Source: an optimization exercise on an open RTL-to-GDS flow (aim: small area, a short achievable clock period and few clock cycles per item). Production flows keep margins and buffers that such runs may drop.
Function was checked by simulation only, so behaviour that the tests miss may differ from the original.

==> inputs of ember <==
Design cct_two_channel_led_mixer_unit, start of the top module:
module cct_two_channel_led_mixer_unit #(
    parameter int FRAC_BITS = 16
) (
    input  logic                                i_clk,
    input  logic                                i_rst_n,
    input  logic                                i_cfg_we,
    input  logic [cmx_pkg::CFG_IDX_W-1:0]       i_cfg_idx,
    input  logic [cmx_pkg::CFG_W-1:0]           i_cfg_data,
    input  logic                                i_in_valid,
    output logic                                o_in_ready,
    input  logic                                i_in_light_on,
    input  logic [FRAC_BITS:0]                  i_in_level,
    input  logic [cmx_pkg::KELVIN_W-1:0]        i_in_color_temp,
    output logic                                o_out_valid,
    input  logic                                i_out_ready,
    output logic [cmx_pkg::DUTY_W-1:0]          o_out_warm_duty,
    output logic [cmx_pkg::DUTY_W-1:0]          o_out_cold_duty,
    output logic                                o_out_level_rejected
);
==> module cmx_mulbcs, before the edit <==
module cmx_mulbcs #(
    parameter int AW = 16,
    parameter int W  = 32
) (
    input  logic [AW-1:0] i_a,
    input  logic [26:0]   i_b,
    output logic [W-1:0]  o_s,
    output logic [W-1:0]  o_c
);
    localparam int T0 = AW + 1;
    function automatic logic [W-1:0] cneg();
        logic [W-1:0] c;
        c = '0;
        for (int i = 0; i < 9; i++) begin
            if (2 * i + AW + 1 < W) c = c - (W'(1) << (2 * i + AW + 1));
        end
        cneg = c;
    endfunction
    localparam logic [W-1:0]    CN  = cneg();
    localparam logic [W-T0-1:0] CH0 = CN[W-1:T0];
    localparam logic [W-T0-1:0] CH1 = CN[W-1:T0] + 1'b1;
    logic [8:0][W-1:0] rows;
    for (genvar i = 0; i < 9; i++) begin : g_row
        logic        one, two, neg;
        logic [AW:0] m, v;
        assign one = i_b[3*i+2];
        assign two = i_b[3*i+1];
        assign neg = i_b[3*i];
        assign m   = one ? {1'b0, i_a} : (two ? {i_a, 1'b0} : '0);
        assign v   = neg ? ~m : m;
        if (i == 0) begin : g_first
            assign rows[i] = {neg ? CH0 : CH1, v};
        end else begin : g_next
            logic [W-1:0] rv, nb;
            assign rv      = {{(W-AW-2){1'b0}}, !neg, v};
            assign nb      = {{(W-1){1'b0}}, i_b[3*(i-1)]};
            assign rows[i] = (rv << (2 * i)) | (nb << (2 * (i - 1)));
        end
    end
    cmx_csa #(.NR(9), .W(W)) u_csa (.i_rows(rows), .o_s(o_s), .o_c(o_c));
endmodule
==> flow/config.mk <==
export PLATFORM = sky130hd
export DESIGN_NAME = cct_two_channel_led_mixer_unit
export DESIGN_NICKNAME = cct_two_channel_led_mixer_unit
export VERILOG_FILES = /design/flow/design.v
export SDC_FILE = /design/flow/constraint.sdc
export NUM_CORES = 4
export LEC_CHECK = 0
export CAP_MARGIN = 20
export CORE_MARGIN = 2
export CORE_UTILIZATION = 65
export CTS_BUF_LIST = sky130_fd_sc_hd__clkbuf_8
export CTS_CLUSTER_DIAMETER = 40
export CTS_CLUSTER_SIZE = 20
export PLACE_DENSITY = 0.75
export SETUP_SLACK_MARGIN = 4.0
export SLEW_MARGIN = 20
==> flow/constraint.sdc <==
create_clock -name core_clock -period 8.0 [get_ports {i_clk}]
set_input_delay 1.6000 -clock core_clock [delete_from_list [all_inputs] [get_ports {i_clk}]]
set_output_delay 1.6000 -clock core_clock [all_outputs]
set_load 0.01 [all_outputs]
run.sh (not shown) runs the stock make flow with config.mk's settings and CLKGATE_MAP_FILE= SYNTH_SCRIPT=/design/flow/synth_recipe.tcl, a recipe that flattens the netlist after the stock synthesis.
==> inputs of sierra, as changes to ember <==
--- a/flow/design.v
+++ b/flow/design.v
@@ -387,34 +387,22 @@
     output logic [W-1:0]  o_s,
     output logic [W-1:0]  o_c
 );
-    localparam int T0 = AW + 1;
-    function automatic logic [W-1:0] cneg();
-        logic [W-1:0] c;
-        c = '0;
-        for (int i = 0; i < 9; i++) begin
-            if (2 * i + AW + 1 < W) c = c - (W'(1) << (2 * i + AW + 1));
-        end
-        cneg = c;
-    endfunction
-    localparam logic [W-1:0]    CN  = cneg();
-    localparam logic [W-T0-1:0] CH0 = CN[W-1:T0];
-    localparam logic [W-T0-1:0] CH1 = CN[W-1:T0] + 1'b1;
     logic [8:0][W-1:0] rows;
     for (genvar i = 0; i < 9; i++) begin : g_row
-        logic        one, two, neg;
-        logic [AW:0] m, v;
+        logic          one, two, neg;
+        logic [AW:0]   m;
+        logic [W-1:0]  mz, v, nb;
         assign one = i_b[3*i+2];
         assign two = i_b[3*i+1];
         assign neg = i_b[3*i];
         assign m   = one ? {1'b0, i_a} : (two ? {i_a, 1'b0} : '0);
-        assign v   = neg ? ~m : m;
+        assign mz  = {{(W-AW-1){1'b0}}, m};
+        assign v   = neg ? ~mz : mz;
         if (i == 0) begin : g_first
-            assign rows[i] = {neg ? CH0 : CH1, v};
+            assign rows[i] = v;
         end else begin : g_next
-            logic [W-1:0] rv, nb;
-            assign rv      = {{(W-AW-2){1'b0}}, !neg, v};
             assign nb      = {{(W-1){1'b0}}, i_b[3*(i-1)]};
-            assign rows[i] = (rv << (2 * i)) | (nb << (2 * (i - 1)));
+            assign rows[i] = (v << (2 * i)) | (nb << (2 * (i - 1)));
         end
     end
     cmx_csa #(.NR(9), .W(W)) u_csa (.i_rows(rows), .o_s(o_s), .o_c(o_c));
Settings changed: CORE_UTILIZATION 65 to 40, CTS_BUF_LIST sky130_fd_sc_hd__clkbuf_8 to not set, CTS_CLUSTER_DIAMETER 40 to not set, CTS_CLUSTER_SIZE 20 to not set, PLACE_DENSITY 0.75 to not set.
==> summary.txt <==
Of ember and sierra, ember has the higher count of clock-buffer cells in the layout (gap 50). Between sierra and ember, the lower area after synthesis is in ember (gap about 1.4%, measured against ember). Against ember, the global-route usage of sierra is lower by 12 points. Against ember, the sequential share of layout area of sierra is lower by 1.2 points. Register-to-register slack is about the same in ember and sierra. Between sierra and ember, the lower worst hold slack is in ember (gap 18 ps).
==> figures <==
Mean cell area of the mapped netlist: sierra 11.67 sq um; ember 11.43 sq um
Final worst setup slack: sierra 4068 ps; ember 4083 ps
Worst hold path startpoint: sierra r_cold_k[0]; ember rd_kd[2][10]
Routed vias/inst: sierra 5.189; ember 5.931
Number of antenna violations at the first check in global routing: sierra 7; ember 6
Required time worst endpoint: sierra 8610 ps; ember 8810 ps
Achievable Freq: sierra 254.4 MHz; ember 255.3 MHz
Relative slew margins: sierra 29.75%; ember 29.53%
Number of buffers inserted to repair setup after CTS: sierra 33; ember 32
Count of inverters other than clock inverters in the layout: sierra 1,347; ember 1,176
Chip Width: sierra 585.8 um; ember 457.2 um
Layout fillers: sierra 30,670; ember 14,330
Diode count: sierra 2; ember 4
Result of the run: sierra timing/DRC/antenna clean; ember timing/DRC/antenna clean
Testbench counts of ember, summed over its fixed seeds: cycles 2,536, items 2,400.
Testbench counts of sierra, summed over its fixed seeds: cycles 2,536, items 2,400.

==> what the ideal ports hide <==
How much do the figures lean on ideal ports? The routed layouts below were timed once more, with nothing changed but the port constraints. Step 1, drivers: a clkbuf_16 drives i_clk and a buf_2 each remaining input, both assumed. Step 2 times the ports against the registers' clock, not the clock port: input delays grow and output delays shrink by t, the midpoint of the rising clock arrivals with the driver on. a / b / c = no drivers / after step 1 / after step 2; a / b = the first two.
run	t (ns)	slack for setup (ns)	hold slack, ns	worst data-port slew with drivers (ns)
ember	1.165	4.083 / 4.083 / 3.975	0.370 / 0.370 / 0.370	0.04
sierra	0.970	4.068 / 4.068 / 4.068	0.388 / 0.388 / 0.388	0.06
After both steps setup and hold are still met in every run listed. For ember, which loses most, drivers alone change the setup slack by 0.000 ns; drivers and shift together by -0.108 ns.
